What follows belongs to an exercise in optimizing a design on an open flow for a short achievable clock period and few clock cycles; a production flow would make more cautious choices. Function was checked by simulation only, so behaviour that the tests miss may differ from the original. Power and IR drop assume default switching activity.

// avr_top
module avr_top (
	input wire logic clk,
	input wire logic reset,
	input wire logic [15:0] cdata,
	input wire logic [7:0] data_read,
	output logic [15:0] pc,
	output logic [15:0] dmem_addr,
	output logic dmem_wen,
	output logic dmem_ren,
	output logic [7:0] dmem_wdata
);
Settings: LEC_CHECK=0, ABC_CLOCK_PERIOD_IN_PS=2500, CAP_MARGIN=30, CORE_MARGIN=2, CORE_UTILIZATION=40, SETUP_SLACK_MARGIN=5, SLEW_MARGIN=20, SYNTH_HIERARCHICAL=1; clock period 10.0 ns.
standard.sh (not shown) runs the stock make flow with config.mk's settings and CLKGATE_MAP_FILE= SYNTH_SCRIPT=/design/flow/synth_recipe.tcl, a recipe that flattens the netlist after the stock synthesis.
==> flow/flow/run.sh <==
#!/bin/bash
# Standard synthesis and layout; only the setup repair target is raised, so
# repair_timing keeps working on the paths after they meet the clock.
set -euo pipefail
bash standard.sh synth > synth.log 2>&1
bash standard.sh SETUP_SLACK_MARGIN=6.5 finish > layout.log 2>&1
Testbench counts at the start, summed over its fixed seeds: cycles 141,110.
Next try:
--- a/flow/design.v
+++ b/flow/design.v
@@ -166,42 +166,38 @@
 	input wire logic [15:0] w,
 	input wire logic [15:0] fa1,
 	input wire logic [15:12] frp,
 	input wire logic [15:12] frm,
 	input wire logic [15:7] fbp,
 	input wire logic [15:7] fbm,
 	output logic [15:0] target,
 	output logic [15:0] t_rj
 );
 	logic [12:0] lo_rj;
 	logic [7:0] lo_br;
 	logic [15:0] t_br;
-	logic [7:0] lo_rs;
-	logic [15:0] t_rs;
 	always_comb begin
 		lo_rj = {1'b0, fa1[11:0]} + {1'b0, w[11:0]};
 		case ({lo_rj[12], w[11]})
 		2'b01: t_rj = {frm, lo_rj[11:0]};
 		2'b10: t_rj = {frp, lo_rj[11:0]};
 		default: t_rj = {fa1[15:12], lo_rj[11:0]};
 		endcase
 		lo_br = {1'b0, fa1[6:0]} + {1'b0, w[9:3]};
 		case ({lo_br[7], w[9]})
 		2'b01: t_br = {fbm, lo_br[6:0]};
 		2'b10: t_br = {fbp, lo_br[6:0]};
 		default: t_br = {fa1[15:7], lo_br[6:0]};
 		endcase
-		lo_rs = {1'b0, fa1[6:0]} + {1'b0, w[6:0]};
-		t_rs = {lo_rs[7] ? fbp : fa1[15:7], lo_rs[6:0]};
-		target = (w[15:12] == 4'b1100) ? t_rs : t_br;
+		target = t_br;
 	end
 endmodule
 module avr_sequencer (
 	input wire logic [7:0] sreg_c,
 	input wire logic [7:0] bsel1,
 	input wire logic [7:0] bsel0,
 	output logic cond,
 	input wire logic tk1,
 	input wire logic tk0,
 	input wire logic [15:0] target,
 	input wire logic [15:0] pc_c1,
 	input wire logic [15:0] pc_c0,
@@ -293,26 +289,26 @@
 );
 	localparam logic [2:0] R_ADD = 3'd0;
 	localparam logic [2:0] R_AND = 3'd1;
 	localparam logic [2:0] R_OR = 3'd2;
 	localparam logic [2:0] R_EOR = 3'd3;
 	localparam logic [2:0] R_PASS = 3'd4;
 	localparam logic [2:0] R_SWAP = 3'd5;
 	localparam logic [2:0] R_SHR = 3'd6;
 	localparam logic [1:0] F_NONE = 2'd0;
 	localparam logic [1:0] F_ARITH = 2'd1;
 	localparam logic [1:0] F_LOGIC = 2'd2;
 	localparam logic [1:0] F_SHIFT = 2'd3;
-	localparam int BT_N = 8;
-	localparam int BT_W = 3;
+	localparam int BT_N = 4;
+	localparam int BT_W = 2;
 	function automatic logic [16:0] padd(input logic [15:0] a, input logic [15:0] b, input logic ci);
 		logic [15:0] g;
 		logic [15:0] p;
 		logic [15:0] gg;
 		logic [15:0] pp;
 		logic [15:0] c;
 		g = a & b;
 		p = a ^ b;
 		gg = g;
 		gg[0] = g[0] | (p[0] & ci);
 		pp = p;
 		for (int d = 1; d < 16; d = d * 2) begin
@@ -583,26 +579,24 @@
 	logic [15:0] rj_tgt_q;
 	logic rj_pend_q;
 	avr_target u_target (
 		.w(w),
 		.fa1(fa1_q),
 		.frp(frp_q),
 		.frm(frm_q),
 		.fbp(fbp_q),
 		.fbm(fbm_q),
 		.target(target),
 		.t_rj(t_rj)
 	);
-	logic rj_short;
-	assign rj_short = (w[11:7] == 5'd0);
 	logic [BT_N-1:0] bt_v_q;
 	logic [15:0] bt_tag_q [BT_N];
 	logic [15:0] bt_tgt_q [BT_N];
 	logic [1:0] bt_ctr_q [BT_N];
 	logic [BT_W-1:0] bt_rr_q;
 	logic bt_hit;
 	logic [BT_W-1:0] bt_idx;
 	logic [15:0] bt_tgt;
 	logic bu_br_q;
 	logic bu_bad_q;
 	logic bu_tk_q;
 	logic bu_pred_q;
@@ -669,26 +663,26 @@
 			fv_c1 = pred_q;
 			tk0 = 1'b0;
 			pc_c0 = pred_q ? fa1_q : nxt_n;
 			fv_c0 = ~pred_q;
 		end else if (dfr) begin
 			tk1 = 1'b0;
 			tk0 = 1'b0;
 			pc_c1 = nxt_n;
 			pc_c0 = nxt_n;
 			fv_c1 = 1'b1;
 			fv_c0 = 1'b1;
 		end else begin
-			tk1 = redir_e & rj_w;
-			tk0 = tk1;
+			tk1 = 1'b0;
+			tk0 = 1'b0;
 			pc_c1 = redir_e ? fa1_q : nxt_n;
 			pc_c0 = pc_c1;
 			fv_c1 = ~redir_e;
 			fv_c0 = fv_c1;
 		end
 		taken = rj_w | (br_w & cond);
 	end
 	avr_sequencer u_nextpc (
 		.sreg_c(sreg_c),
 		.bsel1(bsel1),
 		.bsel0(bsel0),
 		.cond(cond),
@@ -750,25 +744,25 @@
 			bu_bad_q <= 1'b0;
 			wl_q <= 1'b0;
 		end else begin
 			wl_q <= e_wr & e_late;
 			sreg_q <= sreg_n;
 			ld2_v_q <= ld1_v_q;
 			ld2_reg_q <= ld1_reg_q;
 			ld1_v_q <= 1'b0;
 			dw_q <= 1'b0;
 			dr_q <= 1'b0;
 			pred_q <= bt_hit;
 			def_q <= dfr;
-			rj_pend_q <= redir_e & rj_w & ~rj_short;
+			rj_pend_q <= redir_e & rj_w;
 			bu_br_q <= def_q | (d_go & (i_br | i_rjmp) & ~dfr);
 			bu_bad_q <= ~def_q & fv_q & pred_q & ~mis & ~(d_go & (i_br | i_rjmp));
 			if (bu_br_q) begin
 				if (bu_tk_q) begin
 					if (bu_pred_q) begin
 						if (bt_ctr_q[bu_idx_q] != 2'd3) bt_ctr_q[bu_idx_q] <= bt_ctr_q[bu_idx_q] + 2'd1;
 					end else begin
 						bt_v_q[bt_rr_q] <= 1'b1;
 						bt_tag_q[bt_rr_q] <= bu_tag_q;
 						bt_tgt_q[bt_rr_q] <= bu_rj_q ? rj_tgt_q : bu_tgt_q;
 						bt_ctr_q[bt_rr_q] <= 2'd3;
 						bt_rr_q <= bt_rr_q + 1'b1;
The changed run ran to the end with no violations. Power is about the same. Maximum frequency rises by 8.1%. Synthesized area fell by 9.0%. Critical path depth came out lower by 4. Utilization climbs by 1.1 points. Global-route usage goes up by 5.1 points. Final cell count decreases by 4.7%. Wire length rose by 3.3%. Synthesized cell count came out lower by 3.8%. Flip-flop and latch count is lower by 144. Via count went down by 0.99%.
Testbench counts after the change, summed over its fixed seeds: cycles 142,365.

-- re-timing with driven ports --
Ports are ideal in the flow. The routed layouts listed here were re-timed in OpenROAD.
Step 1 (the two cells are an assumption about what drives the block):
set clk [get_ports {clk}]
set_driving_cell -lib_cell sky130_fd_sc_hd__clkbuf_16 $clk
set_driving_cell -lib_cell sky130_fd_sc_hd__buf_2 [delete_from_list [all_inputs] $clk]
Step 2 adds t to the input delays and takes it off the output delays; t is the mean of the earliest and latest rising clock arrival at the registers after step 1. Input paths then give back, and output paths get back, about the clock's delay inside the block.
a / b / c = ideal / step 1 / step 2; a / b = the first two.
| run | shift t [ns] | slack for setup (ns) | worst hold slack (ns) | latest minus earliest clock arrival (ns) |
|---|---|---|---|---|
| the first run | 0.809 | 5.595 / 5.629 / 4.820 | 0.318 / 0.318 / 0.318 | 0.085 / 0.085 |
| the second run | 0.756 | 5.925 / 5.905 / 5.149 | 0.345 / 0.345 / 0.345 | 0.073 / 0.072 |
After both steps setup and hold are still met in every run listed. For the second run, which loses most, drivers alone change the setup slack by -0.020 ns; drivers and shift together by -0.776 ns.
